From an optimization exercise on the open Yosys and OpenROAD flow, aimed at small area, a short achievable clock period and few clock cycles per item; shortcuts taken in it are not production practice.
The RTL was checked by simulation tests, not by an equivalence proof against the original design.
Power and IR drop assume default switching activity.

==> run Z <==
Design pool_linked_list_engine_unit, start of the top module:
module pool_linked_list_engine_unit (
    input  wire                 i_clk,
    input  wire                 i_rst_n,
    input  wire                 i_in_valid,
    output logic                o_in_ready,
    input  wire  [2:0]          i_command,
    input  wire  signed [31:0]  i_value,
    input  wire  [6:0]          i_position,
    output logic                o_out_valid,
    input  wire                 i_out_ready,
    output logic signed [31:0]  o_item_value,
    output logic                o_last,
    output logic                o_empty_res,
    output logic [1:0]          o_status
);
==> flow/config.mk <==
export PLATFORM = sky130hd
export DESIGN_NAME = pool_linked_list_engine_unit
export DESIGN_NICKNAME = pool_linked_list_engine_unit
export VERILOG_FILES = /design/flow/design.v
export SDC_FILE = /design/flow/constraint.sdc
export NUM_CORES = 4
export LEC_CHECK = 0
export ABC_CLOCK_PERIOD_IN_PS = 3500
export CAP_MARGIN = 20
export CORE_MARGIN = 2
export CORE_UTILIZATION = 35
export PLACE_DENSITY = 0.55
export SETUP_SLACK_MARGIN = 5
export SLEW_MARGIN = 20
export SYNTH_HIERARCHICAL = 1
export SYNTH_MINIMUM_KEEP_SIZE = 0
==> flow/constraint.sdc <==
create_clock -name core_clock -period 9.0 [get_ports {i_clk}]
set_input_delay 1.8000 -clock core_clock [delete_from_list [all_inputs] [get_ports {i_clk}]]
set_output_delay 1.8000 -clock core_clock [all_outputs]
set_load 0.01 [all_outputs]
run.sh (not shown) runs the stock make flow with config.mk's settings and CLKGATE_MAP_FILE= SYNTH_SCRIPT=/design/flow/synth_recipe.tcl, a recipe that flattens the netlist after the stock synthesis.
==> inputs of run X, as changes to run Z <==
--- a/flow/design.v
+++ b/flow/design.v
@@ -87,39 +87,39 @@
     localparam int N = plle_pkg::POOL_DEPTH;
     logic [N-1:0][32:0] sl;      
     logic [N-1:0][32:0] base;    
     logic [N-1:0] r_lent;
     logic [6:0]  r_len, r_alloc, r_dcnt;
-    logic        r_dump;
+    logic        r_dump, r_free;
     logic        e_valid;
     logic [5:0]  e_cmd;
     logic [31:0] e_val;
-    logic [6:0]  e_pos;
+    logic        e_pos0;    
     logic [N-1:0] e_post;
     logic        r_ov, r_sv;
     logic [35:0] r_od, r_sd;
     logic c_clear, c_head, c_tail, c_pos, c_rem, c_dump;
     logic ins_arr, n_evalid, n_dump, n_sv;
     logic exec, e_load, dstep, dfirst, full, pos_bad, ins_go, ok_ins, found, len0;
     logic [N-1:0] lt, post, match, ge_m, lent1;
     logic [31:0] newv;
-    logic        newm;
+    logic        newm, cmp0, eq_fe, dsel;
     logic        res_valid;
     logic [35:0] res_data;
     logic [1:0]  ins_st;
     assign {c_dump, c_rem, c_pos, c_tail, c_head, c_clear} = e_cmd;
-    assign exec     = e_valid && !r_dump && !r_sv;
-    assign e_load   = !e_valid || exec;
+    assign exec     = e_valid && r_free;
+    assign e_load   = !e_valid || r_free;
     assign o_q_take = e_load;
     assign len0    = !r_lent[0];
     assign full    = r_alloc[6];
-    assign pos_bad = (e_pos == 7'd0) || ({1'b0, e_pos} > {1'b0, r_len} + 8'd1);
+    assign pos_bad = e_pos0 || |(e_post & ~r_lent);
     assign ins_st  = full ? plle_pkg::ST_FULL :
                      (c_pos && pos_bad) ? plle_pkg::ST_RANGE : plle_pkg::ST_OK;
     assign ok_ins  = !full && !(c_pos && pos_bad);
     assign ins_go  = exec && (c_head || c_tail || c_pos) && ok_ins;
-    assign ins_arr = exec && (c_head || c_tail || c_pos) && !full && !(c_pos && e_pos == 7'd0);
+    assign ins_arr = exec && (c_head || c_tail || c_pos) && !full && !(c_pos && e_pos0);
     assign dfirst  = exec && c_dump && !len0;
     assign dstep   = dfirst || (r_dump && !r_sv);
     genvar i, k;
     generate
         for (i = 0; i < N; i++) begin : g_dec
@@ -141,17 +141,24 @@
                     assign pf[k+1][i] = pf[k][i];
             end
         end
     endgenerate
     assign ge_m  = pf[6];
-    assign found = ge_m[N-1];
-    assign newv = (r_dump || c_dump) ? sl[0][31:0] : e_val;
-    assign newm = e_load ? (newv == i_q_val) : (newv == e_val);
+    assign found = |match;
+    assign newv = dsel ? sl[0][31:0] : e_val;
+    assign cmp0  = (sl[0][31:0] == i_q_val);
+    assign eq_fe = (e_val == i_q_val);
+    assign dsel  = r_dump || c_dump;
+    assign newm  = e_load ? (dsel ? cmp0 : eq_fe) : (dsel ? sl[0][32] : 1'b1);
     generate
         for (i = 0; i < N; i++) begin : g_slot
             logic s_new, s_prev, s_next, ltm1;
-            assign base[i] = {e_load ? (sl[i][31:0] == i_q_val) : sl[i][32], sl[i][31:0]};
+            if (i == 0) begin : g_b0
+                assign base[i] = {e_load ? cmp0 : sl[i][32], sl[i][31:0]};
+            end else begin : g_bi
+                assign base[i] = {e_load ? (sl[i][31:0] == i_q_val) : sl[i][32], sl[i][31:0]};
+            end
             assign ltm1    = (i == 0) ? 1'b1 : lt[(i == 0) ? 0 : i-1];
             assign s_new   = (ins_arr || dstep) && !lt[i] && ltm1;
             assign s_prev  = ins_arr && !ltm1;
             assign s_next  = (exec && c_rem && ge_m[i]) || (dstep && lt[i]);
             plle_slot u_slot (
@@ -210,16 +217,17 @@
     assign o_q_take_next = !n_evalid || (!n_dump && !n_sv);
     always_ff @(posedge i_clk) begin
         e_valid <= n_evalid;
         r_dump  <= n_dump;
         r_sv    <= n_sv;
+        r_free  <= !n_dump && !n_sv;
     end
     always_ff @(posedge i_clk) begin
         if (e_load) begin
             e_cmd <= i_q_cmd;
             e_val <= i_q_val;
-            e_pos <= i_q_pos;
+            e_pos0 <= (i_q_pos == 7'd0);
             e_post <= post;
         end
     end
     always_ff @(posedge i_clk) begin
         if (!i_rst_n)                 r_ov <= 1'b0;
==> flow/flow/run.sh (new file) <==
#!/bin/bash
set -euo pipefail
bash standard.sh SETUP_SLACK_MARGIN=5.5 finish > standard_flow.log 2>&1
==> flow/standard.sh (new file) <==
#!/bin/bash
# synth_recipe.tcl (not shown) runs the flow's synth.tcl, then flattens the netlist and writes it again
# the make line also repeats each setting of config.mk as NAME=value (left out here)
make -C /OpenROAD-flow-scripts/flow DESIGN_CONFIG=/design/flow/config.mk WORK_HOME=/design/flow/orfs CLKGATE_MAP_FILE= SYNTH_SCRIPT=/design/flow/synth_recipe.tcl "${@:-finish}"
==> flow/config.mk (replaced) <==
export PLATFORM = sky130hd
export DESIGN_NAME = pool_linked_list_engine_unit
export DESIGN_NICKNAME = pool_linked_list_engine_unit
export VERILOG_FILES = /design/flow/design.v
export SDC_FILE = /design/flow/constraint.sdc
export NUM_CORES = 4
export LEC_CHECK = 0
export CAP_MARGIN = 20
export CORE_MARGIN = 2
export CORE_UTILIZATION = 50
export CTS_CLUSTER_DIAMETER = 80
export CTS_CLUSTER_SIZE = 25
export PLACE_DENSITY = 0.65
export SLEW_MARGIN = 20
export SYNTH_HIERARCHICAL = 1
export SYNTH_MINIMUM_KEEP_SIZE = 0
removed: flow/run.sh
==> inputs of run E, as changes to run Z <==
--- a/flow/design.v
+++ b/flow/design.v
@@ -87,11 +87,11 @@
     localparam int N = plle_pkg::POOL_DEPTH;
     logic [N-1:0][32:0] sl;      
     logic [N-1:0][32:0] base;    
     logic [N-1:0] r_lent;
     logic [6:0]  r_len, r_alloc, r_dcnt;
-    logic        r_dump;
+    logic        r_dump, r_free;
     logic        e_valid;
     logic [5:0]  e_cmd;
     logic [31:0] e_val;
     logic [6:0]  e_pos;
     logic [N-1:0] e_post;
@@ -100,17 +100,17 @@
     logic c_clear, c_head, c_tail, c_pos, c_rem, c_dump;
     logic ins_arr, n_evalid, n_dump, n_sv;
     logic exec, e_load, dstep, dfirst, full, pos_bad, ins_go, ok_ins, found, len0;
     logic [N-1:0] lt, post, match, ge_m, lent1;
     logic [31:0] newv;
-    logic        newm;
+    logic        newm, cmp0, eq_fe, dsel;
     logic        res_valid;
     logic [35:0] res_data;
     logic [1:0]  ins_st;
     assign {c_dump, c_rem, c_pos, c_tail, c_head, c_clear} = e_cmd;
-    assign exec     = e_valid && !r_dump && !r_sv;
-    assign e_load   = !e_valid || exec;
+    assign exec     = e_valid && r_free;
+    assign e_load   = !e_valid || r_free;
     assign o_q_take = e_load;
     assign len0    = !r_lent[0];
     assign full    = r_alloc[6];
     assign pos_bad = (e_pos == 7'd0) || ({1'b0, e_pos} > {1'b0, r_len} + 8'd1);
     assign ins_st  = full ? plle_pkg::ST_FULL :
@@ -142,16 +142,23 @@
             end
         end
     endgenerate
     assign ge_m  = pf[6];
     assign found = ge_m[N-1];
-    assign newv = (r_dump || c_dump) ? sl[0][31:0] : e_val;
-    assign newm = e_load ? (newv == i_q_val) : (newv == e_val);
+    assign newv = dsel ? sl[0][31:0] : e_val;
+    assign cmp0  = (sl[0][31:0] == i_q_val);
+    assign eq_fe = (e_val == i_q_val);
+    assign dsel  = r_dump || c_dump;
+    assign newm  = e_load ? (dsel ? cmp0 : eq_fe) : (dsel ? sl[0][32] : 1'b1);
     generate
         for (i = 0; i < N; i++) begin : g_slot
             logic s_new, s_prev, s_next, ltm1;
-            assign base[i] = {e_load ? (sl[i][31:0] == i_q_val) : sl[i][32], sl[i][31:0]};
+            if (i == 0) begin : g_b0
+                assign base[i] = {e_load ? cmp0 : sl[i][32], sl[i][31:0]};
+            end else begin : g_bi
+                assign base[i] = {e_load ? (sl[i][31:0] == i_q_val) : sl[i][32], sl[i][31:0]};
+            end
             assign ltm1    = (i == 0) ? 1'b1 : lt[(i == 0) ? 0 : i-1];
             assign s_new   = (ins_arr || dstep) && !lt[i] && ltm1;
             assign s_prev  = ins_arr && !ltm1;
             assign s_next  = (exec && c_rem && ge_m[i]) || (dstep && lt[i]);
             plle_slot u_slot (
@@ -210,10 +217,11 @@
     assign o_q_take_next = !n_evalid || (!n_dump && !n_sv);
     always_ff @(posedge i_clk) begin
         e_valid <= n_evalid;
         r_dump  <= n_dump;
         r_sv    <= n_sv;
+        r_free  <= !n_dump && !n_sv;
     end
     always_ff @(posedge i_clk) begin
         if (e_load) begin
             e_cmd <= i_q_cmd;
             e_val <= i_q_val;
==> flow/flow/run.sh (new file) <==
#!/bin/bash
set -euo pipefail
bash standard.sh SETUP_SLACK_MARGIN=5.6 finish > standard_flow.log 2>&1
==> flow/standard.sh (new file) <==
#!/bin/bash
# synth_recipe.tcl (not shown) runs the flow's synth.tcl, then flattens the netlist and writes it again
# the make line also repeats each setting of config.mk as NAME=value (left out here)
make -C /OpenROAD-flow-scripts/flow DESIGN_CONFIG=/design/flow/config.mk WORK_HOME=/design/flow/orfs CLKGATE_MAP_FILE= SYNTH_SCRIPT=/design/flow/synth_recipe.tcl "${@:-finish}"
==> flow/config.mk (replaced) <==
export PLATFORM = sky130hd
export DESIGN_NAME = pool_linked_list_engine_unit
export DESIGN_NICKNAME = pool_linked_list_engine_unit
export VERILOG_FILES = /design/flow/design.v
export SDC_FILE = /design/flow/constraint.sdc
export NUM_CORES = 4
export LEC_CHECK = 0
export CAP_MARGIN = 20
export CORE_MARGIN = 2
export CORE_UTILIZATION = 50
export PLACE_DENSITY = 0.65
export SLEW_MARGIN = 20
export SYNTH_HIERARCHICAL = 1
export SYNTH_MINIMUM_KEEP_SIZE = 0
removed: flow/run.sh
==> comparison <==
Of run Z and run E, run E has the higher flip-flop and latch count (gap 1). Of run Z and run E, run E has the higher first-iteration DRC count (gap about 14%, measured against run E). Between run Z and run E, the lower clock power is in run E (gap about 7%, measured against run E). Against run E, the hold slack of run Z is worse by 0.0015 ns. The lowest sequential share of layout area belongs to run Z, the highest to run X. In run E the wire length is lower than in run X, by 2.8%. The lowest via count belongs to run Z, the highest to run E.
==> figures <==
| quantity | run X | run Z | run E |
|---|---|---|---|
| Number of placed cells counting well taps | 14,800 | 16,500 | 14,900 |
| Endpoint arrival time on the critical path | 4.46 ns | 4.93 ns | 4.16 ns |
| Top fanout value on the critical path | 36 | 38 | 7 |
| Least-Margin Pin Slew | 1.13 ns | 1.24 ns | 1.04 ns |
| Resized Gates After CTS | 180 | 34 | 223 |
| Outcome | no timing/DRC/antenna violations | no timing/DRC/antenna violations | no timing/DRC/antenna violations |
| Clock network fraction of design power | 18.8% | 37.1% | 26.2% |
| Minimum hold slack | 0.441 ns | 0.416 ns | 0.418 ns |
| Fin crit share | 40.5% | 45.1% | 39.4% |
| Minimum clock period | 3.65 ns | 4.06 ns | 3.54 ns |
| Die Ht | 514 um | 614 um | 514 um |
| Final HPWL from detailed placement | 360 mm | 387 mm | 356 mm |
| Routed vias | 117,000 | 116,000 | 118,000 |
| Number of ordinary inverters in the final layout | 59 | 28 | 29 |
| Launch point of the worst reg-to-reg path | u_front.o_q_val[15] | u_front.o_q_val[2] | u_back.r_len[0] |
Testbench counts of run Z, summed over its fixed seeds: cycles 16,195, commands 5,600.
Testbench counts of run X, summed over its fixed seeds: cycles 16,195, commands 5,600.
Testbench counts of run E, summed over its fixed seeds: cycles 16,195, commands 5,600.

static timing again, ports no longer ideal:
Ports are ideal in the flow. The routed layouts listed here were re-timed in OpenROAD.
Step 1 assumes that a clkbuf_16 drives the clock port and a buf_2 every other input.
Step 2, shift: input delay + t, output delay - t, t = (earliest + latest rising clock arrival at the registers) / 2. This alone moves slack from input paths to output paths.
Three values: no drivers, after step 1, after step 2; two values: the first two.
| run | t, ns | setup slack, ns | latest minus earliest clock arrival (ns) |
|---|---|---|---|
| run Z | 1.043 | 4.941 / 4.929 / 4.734 | 0.068 / 0.068 |
| run X | 0.939 | 5.351 / 5.351 / 5.118 | 0.064 / 0.064 |
| run E | 0.972 | 5.457 / 5.457 / 4.844 | 0.066 / 0.065 |
After both steps setup and hold are still met in every run listed. The setup slack of run E, which loses most, moves by 0.000 ns with the drivers and by -0.613 ns with both steps.
